Background: an optimization exercise with open tools, aiming at a short achievable clock period and few clock cycles. Do not read the settings as production practice.
In this exercise RTL edits were held to simulation tests only and were not proved equivalent to the original.

==> inputs of run a <==
==> flow/design.v (excerpt) <==
module ebvc_top (
	input  logic            clk,
	input  logic            rst_n,
	input  logic            run,             
	input  logic            host_req,
	input  logic            host_we,
	input  ebvc_pkg::addr_t host_addr,
	input  ebvc_pkg::byte_t host_wdata,
	output logic            host_ack,
	output ebvc_pkg::byte_t host_rdata,
	output logic            busy,
	output ebvc_pkg::byte_t port_a,
	output logic            port_strobe
);
	localparam int N = ebvc_pkg::MEM_DEPTH;
	logic [7:0]   pc;             
	logic [7:0]   pc1;            
	logic [7:0]   f_opr1;         
	logic         f_two;
	logic [7:0]   f_op_raw, f_opr_raw;
	logic [1:0]   f_pd_raw;       
	logic [1:0]   st_pd;          
	logic [7:0]   f_op;           
	logic [7:0]   f_opr;          
	logic         fw0, fw1;       
	logic         f_defer;        
	logic         f_taken;
	logic         h_pend;         
	ebvc_pkg::dec_t         f_d;
	ebvc_pkg::dec_t         e_d;
	logic [7:0]   e_opr;          
	logic         e_memf;         
	logic         e_redir;        
	logic         e_cond;
	logic [7:0] rx, ry, rz, ra;
	logic       cf, zf;
	logic [7:0] m_rd;             
	logic [7:0] vr;               
	logic [7:0] v;                
	logic [8:0] sum, dif;         
	logic [8:0] sum_r, dif_r;     
	logic [7:0] ra_m, ra_r;       
	logic       c_m, z_m;         
	logic       h_we;             
	logic [7:0] h_wd;
	logic       c_nx, z_nx;       
	logic       c_br, z_br;       
	logic [7:0] st_data;
	logic       mem_we;
	logic [7:0] mem_wd;
	ebvc_mem u_mem (
		.clk  (clk),
		.ra0  (pc),
		.rd0  (f_op_raw),
		.pd0  (f_pd_raw),
		.ra1  (pc1),
		.rd1  (f_opr_raw),
		.ra2  (e_opr),
		.rd2  (m_rd),
  ...
export LEC_CHECK = 0
export ABC_CLOCK_PERIOD_IN_PS = 3500
export CAP_MARGIN = 20
export CORE_MARGIN = 2
export CORE_UTILIZATION = 45
export SETUP_SLACK_MARGIN = 5
export SLEW_MARGIN = 20
create_clock -name core_clock -period 9.0 [get_ports {clk}]
run.sh (not shown) runs the stock make flow with config.mk's settings and CLKGATE_MAP_FILE= SYNTH_SCRIPT=/design/flow/synth_recipe.tcl, a recipe that flattens the netlist after the stock synthesis.
==> inputs of run b, as changes to run a <==
--- a/flow/design.v
+++ b/flow/design.v
@@ -67,27 +67,14 @@
 			3'd3:    g = !z && !late;
 			3'd4:    g = c && !late;
 			3'd5:    g = !c && !late;
 			default: g = 1'b0;
 		endcase
 		taken = (op[7:3] == 5'b10000) && g;
 	endfunction
-	function automatic logic isjmp(input byte_t op);
-		isjmp = (op[7:3] == 5'b10000) && (op[2:0] >= 3'd1) && (op[2:0] <= 3'd5);
-	endfunction
-	function automatic logic jtaken(input logic [2:0] op, input logic z, input logic c,
-		input logic late);
-		case (op)
-			3'd2:    jtaken = z && !late;
-			3'd3:    jtaken = !z && !late;
-			3'd4:    jtaken = c && !late;
-			3'd5:    jtaken = !c && !late;
-			default: jtaken = 1'b1;
-		endcase
-	endfunction
 	function automatic logic defer(input byte_t op, input logic late);
 		defer = (op[7:3] == 5'b10000) && (op[2:0] >= 3'd2) && (op[2:0] <= 3'd5) && late;
 	endfunction
 	function automatic dec_t decode(input byte_t op);
 		dec_t d;
 		d = '0;
 		case (op)
@@ -142,38 +129,41 @@
 		decode = d;
 	endfunction
 endpackage
 `default_nettype wire
 `timescale 1ns/1ps
 `default_nettype none
 module ebvc_mem (
-	input  logic            clk,
-	input  ebvc_pkg::addr_t ra0,            
-	output ebvc_pkg::byte_t rd0,
-	output logic [1:0]      pd0,            
-	input  ebvc_pkg::addr_t ra1,            
-	output ebvc_pkg::byte_t rd1,
-	input  ebvc_pkg::addr_t ra2,            
-	output ebvc_pkg::byte_t rd2,
-	input  logic            we,
-	input  ebvc_pkg::byte_t wd,
-	input  logic [1:0]      pwd             
+	input  logic                            clk,
+	input  logic [ebvc_pkg::MEM_DEPTH-1:0]  sel0,   
+	output ebvc_pkg::byte_t                 rd0,
+	output ebvc_pkg::byte_t                 rd1,    
+	input  logic [ebvc_pkg::MEM_DEPTH-1:0]  sel2,   
+	output ebvc_pkg::byte_t                 rd2,
+	input  logic                            we,
+	input  ebvc_pkg::byte_t                 wd
 );
-	ebvc_pkg::byte_t mem [ebvc_pkg::MEM_DEPTH];
-	logic [1:0]      pmem [ebvc_pkg::MEM_DEPTH];
-	always_ff @(posedge clk) begin
-		if (we) begin
-			mem[ra2]  <= wd;
-			pmem[ra2] <= pwd;
+	logic [8*ebvc_pkg::MEM_DEPTH-1:0] mq;    
+	for (genvar i = 0; i < ebvc_pkg::MEM_DEPTH; i++) begin : g_word
+		always_ff @(posedge clk) begin
+			if (we && sel2[i]) begin
+				mq[8*i +: 8] <= wd;
+			end
+		end
+	end
+	always_comb begin
+		rd0 = '0;
+		rd1 = '0;
+		rd2 = '0;
+		for (int i = 0; i < ebvc_pkg::MEM_DEPTH; i++) begin
+			rd0 = rd0 | ({8{sel0[i]}} & mq[8*i +: 8]);
+			rd1 = rd1 | ({8{sel0[(i + ebvc_pkg::MEM_DEPTH - 1) % ebvc_pkg::MEM_DEPTH]}} & mq[8*i +: 8]);
+			rd2 = rd2 | ({8{sel2[i]}} & mq[8*i +: 8]);
 		end
 	end
-	assign rd0 = mem[ra0];
-	assign pd0 = pmem[ra0];
-	assign rd1 = mem[ra1];
-	assign rd2 = mem[ra2];
 endmodule
 `default_nettype wire
 `timescale 1ns/1ps
 `default_nettype none
 module ebvc_top (
 	input  logic            clk,
 	input  logic            rst_n,
@@ -186,29 +176,31 @@
 	output ebvc_pkg::byte_t host_rdata,
 	output logic            busy,
 	output ebvc_pkg::byte_t port_a,
 	output logic            port_strobe
 );
 	localparam int N = ebvc_pkg::MEM_DEPTH;
 	logic [7:0]   pc;             
-	logic [7:0]   pc1;            
-	logic [7:0]   f_opr1;         
+	logic [15:0]  pc_hi, pc_lo;   
+	logic [N-1:0] pc_ws;          
+	logic [15:0]  t_hi, t_lo;     
+	logic [15:0]  e_hi, e_lo;     
 	logic         f_two;
 	logic [7:0]   f_op_raw, f_opr_raw;
-	logic [1:0]   f_pd_raw;       
-	logic [1:0]   st_pd;          
 	logic [7:0]   f_op;           
 	logic [7:0]   f_opr;          
+	logic [N-1:0] f_opr_oh;       
 	logic         fw0, fw1;       
 	logic         f_defer;        
 	logic         f_taken;
 	logic         h_pend;         
 	ebvc_pkg::dec_t         f_d;
 	ebvc_pkg::dec_t         e_d;
 	logic [7:0]   e_opr;          
+	logic [N-1:0] e_oh;           
 	logic         e_memf;         
 	logic         e_redir;        
 	logic         e_cond;
 	logic [7:0] rx, ry, rz, ra;
 	logic       cf, zf;
 	logic [7:0] m_rd;             
 	logic [7:0] vr;               
@@ -222,32 +214,40 @@
 	logic       c_nx, z_nx;       
 	logic       c_br, z_br;       
 	logic [7:0] st_data;
 	logic       mem_we;
 	logic [7:0] mem_wd;
 	ebvc_mem u_mem (
 		.clk  (clk),
-		.ra0  (pc),
+		.sel0 (pc_ws),
 		.rd0  (f_op_raw),
-		.pd0  (f_pd_raw),
-		.ra1  (pc1),
 		.rd1  (f_opr_raw),
-		.ra2  (e_opr),
+		.sel2 (e_oh),
 		.rd2  (m_rd),
 		.we   (mem_we),
-		.wd   (mem_wd),
-		.pwd  ({ebvc_pkg::two(mem_wd), ebvc_pkg::isjmp(mem_wd)})
+		.wd   (mem_wd)
 	);
 	assign st_data = ({8{e_d[ebvc_pkg::D_SSEL + 0]}} & rx) | ({8{e_d[ebvc_pkg::D_SSEL + 1]}} & ry) |
 		({8{e_d[ebvc_pkg::D_SSEL + 2]}} & rz) | ({8{e_d[ebvc_pkg::D_SSEL + 3]}} & ra);
 	assign fw0     = e_d[ebvc_pkg::D_ST] && (e_opr == pc);
-	assign fw1     = e_d[ebvc_pkg::D_ST] && (e_opr == pc1);
+	assign fw1     = e_d[ebvc_pkg::D_ST] && (e_opr == pc + 8'd1);
 	assign f_op    = fw0 ? st_data : f_op_raw;
 	assign f_opr   = fw1 ? st_data : f_opr_raw;
-	assign f_opr1  = fw1 ? st_data + 8'd1 : f_opr_raw + 8'd1;
+	always_comb begin
+		for (int i = 0; i < 16; i++) begin
+			t_hi[i] = fw1 ? (st_data[7:4] == 4'(i)) : (f_opr_raw[7:4] == 4'(i));
+			t_lo[i] = fw1 ? (st_data[3:0] == 4'(i)) : (f_opr_raw[3:0] == 4'(i));
+			e_hi[i] = (e_opr[7:4] == 4'(i));
+			e_lo[i] = (e_opr[3:0] == 4'(i));
+		end
+		for (int i = 0; i < N; i++) begin
+			pc_ws[i]    = pc_hi[i / 16] && pc_lo[i % 16];
+			f_opr_oh[i] = t_hi[i / 16] && t_lo[i % 16];
+		end
+	end
 	assign mem_we = e_d[ebvc_pkg::D_ST] || (h_pend && h_we);
 	assign mem_wd = busy ? st_data : h_wd;
 	assign vr = ({8{e_d[ebvc_pkg::D_VIMM]}} & e_opr) | ({8{e_d[ebvc_pkg::D_VSEL + 0]}} & rx) |
 		({8{e_d[ebvc_pkg::D_VSEL + 1]}} & ry) | ({8{e_d[ebvc_pkg::D_VSEL + 2]}} & rz);
 	assign v     = e_d[ebvc_pkg::D_VMEM] ? m_rd : vr;
 	assign sum   = ebvc_pkg::add8(ra, m_rd, 1'b0);
 	assign dif   = ebvc_pkg::add8(ra, ~m_rd, 1'b1);
@@ -288,55 +288,62 @@
 			default: e_cond = 1'b1;
 		endcase
 	end
 	assign e_memf  = e_d[ebvc_pkg::D_VMEM] && (e_d[ebvc_pkg::D_ADD] || e_d[ebvc_pkg::D_SUB] || e_d[ebvc_pkg::D_CMP]);
 	assign e_redir = e_d[ebvc_pkg::D_LBR] && (e_cond ^ e_d[ebvc_pkg::D_JINV]);
 	assign f_d     = ebvc_pkg::decode(f_op);
 	assign f_defer = fw0 ? ebvc_pkg::defer(st_data, e_memf) : ebvc_pkg::defer(f_op_raw, e_memf);
-	assign st_pd   = {ebvc_pkg::two(st_data), ebvc_pkg::isjmp(st_data)};
-	assign f_taken = (fw0 ? st_pd[0] : f_pd_raw[0]) &&
-		ebvc_pkg::jtaken(f_op[2:0], z_br, c_br, e_memf);
-	assign f_two   = fw0 ? st_pd[1] : f_pd_raw[1];
+	assign f_taken = fw0 ? ebvc_pkg::taken(st_data, z_br, c_br, e_memf) :
+		ebvc_pkg::taken(f_op_raw, z_br, c_br, e_memf);
+	assign f_two   = fw0 ? ebvc_pkg::two(st_data) : ebvc_pkg::two(f_op_raw);
 	always_ff @(posedge clk) begin
 		if (!rst_n) begin
 			busy  <= 1'b0;
 			pc    <= 8'd0;
-			pc1   <= 8'd1;
+			pc_hi <= 16'd1;
+			pc_lo <= 16'd1;
 			e_d   <= '0;
 		end else if (busy ? (e_d[ebvc_pkg::D_HLT] || e_redir) : !run) begin
 			e_d <= '0;
 			if (e_redir) begin
 				pc    <= e_opr;
-				pc1   <= e_opr + 8'd1;
+				pc_hi <= e_hi;
+				pc_lo <= e_lo;
 			end else begin
 				busy  <= 1'b0;
 				pc    <= 8'd0;
-				pc1   <= 8'd1;
+				pc_hi <= 16'd1;
+				pc_lo <= 16'd1;
 			end
 		end else begin
 			busy <= 1'b1;
 			e_d  <= f_d;
 			e_d[ebvc_pkg::D_LBR] <= f_defer;
 			if (f_taken) begin
 				pc    <= f_opr;
-				pc1   <= f_opr1;
+				pc_hi <= t_hi;
+				pc_lo <= t_lo;
 			end else if (f_two) begin
 				pc    <= pc + 8'd2;
-				pc1   <= pc1 + 8'd2;
+				pc_lo <= {pc_lo[13:0], pc_lo[15:14]};
+				if (pc_lo[15] || pc_lo[14]) pc_hi <= {pc_hi[14:0], pc_hi[15]};
 			end else begin
-				pc    <= pc1;
-				pc1   <= pc1 + 8'd1;
+				pc    <= pc + 8'd1;
+				pc_lo <= {pc_lo[14:0], pc_lo[15]};
+				if (pc_lo[15]) pc_hi <= {pc_hi[14:0], pc_hi[15]};
 			end
 		end
 	end
 	always_ff @(posedge clk) begin
 		if (busy || run) begin
 			e_opr <= f_opr;
+			e_oh  <= f_opr_oh;
 		end else begin
 			e_opr <= host_addr;
+			for (int i = 0; i < N; i++) e_oh[i] <= (host_addr == 8'(i));
 		end
 	end
 	always_ff @(posedge clk) begin
 		if (!rst_n) begin
 			h_pend   <= 1'b0;
 			host_ack <= 1'b0;
 		end else begin
==> summary.txt <==
Synthesis
  – Distinct cell type count after synthesis: 93
  – Cells after synthesis: 10,142
  – Largest family of logic cells by synthesized area: compound AO/OA/AOI/OAI gates
  – Mux contribution to synthesized area: 0.305%
  – Simple-Gate Fraction of Synth Area: 10.8%
  – Most instantiated cells after synthesis: 2,056 x edfxtp_1, 1,359 x a22oi_1, 678 x nand3_1

Clocking
  – CTS Buf Count: 279
  – Postcts setup bufs: 494

Place
  – GPL Wtd Cong: 1.62
  – Post-Place Setup Slack: 2480 ps
  – Placed Cells: 13,473

Global routing
  – Largest net degree at the start of global routing: 256

Run status
  – Status: did not finish
  – Stop Error: [ERROR GRT-0116] Global routing finished with congestion. Check the congestion regions in the DRC Viewer.
  – Stop stage: 5_1_grt
That was run b.
==> summary.txt <==
Run status
  – Status: finished clean

Synthesis
  – Largest family of logic cells by synthesized area: multiplexers
  – Cells after synthesis: 7,751
  – Most instantiated cells after synthesis: 2,568 x edfxtp_1, 1,807 x mux4_2, 431 x nor2_1
  – Mux contribution to synthesized area: 31.7%
  – Simple-Gate Fraction of Synth Area: 3.77%

Clocking
  – CTS Buf Count: 301
  – Postcts setup bufs: 259

Global routing
  – Largest net degree at the start of global routing: 176

Place
  – Post-Place Setup Slack: 2170 ps
  – Placed Cells: 11,635
That was run a.
Testbench counts of run a, summed over its fixed seeds: cycles 15,879.
Testbench counts of run b, summed over its fixed seeds: cycles 15,879.

==> static timing again, ports no longer ideal <==
The flow's constraints put no driver on any port. The routed layout listed below was extracted and timed again, unchanged, in two steps.
Step 1 sets driving cells, clkbuf_16 on the clock port and buf_2 on the other inputs (assumed; they add their load-dependent delay and slew).
Step 2 moves the port delays by t, midway between the first and last clock arrival at a register: inputs arrive t later, outputs are due t later. That takes back most of the time a late clock gives input paths.
Slacks: ideal / step 1 / step 2; pairs: ideal / step 1.
run: run a
t (ns): 1.036
setup WS [ns]: 3.658 / 3.658 / 3.658
latest minus earliest clock arrival (ns): 0.083 / 0.084
After both steps run a still meets setup and hold. For run a, drivers alone change the setup slack by 0.000 ns; drivers and shift together by 0.000 ns.
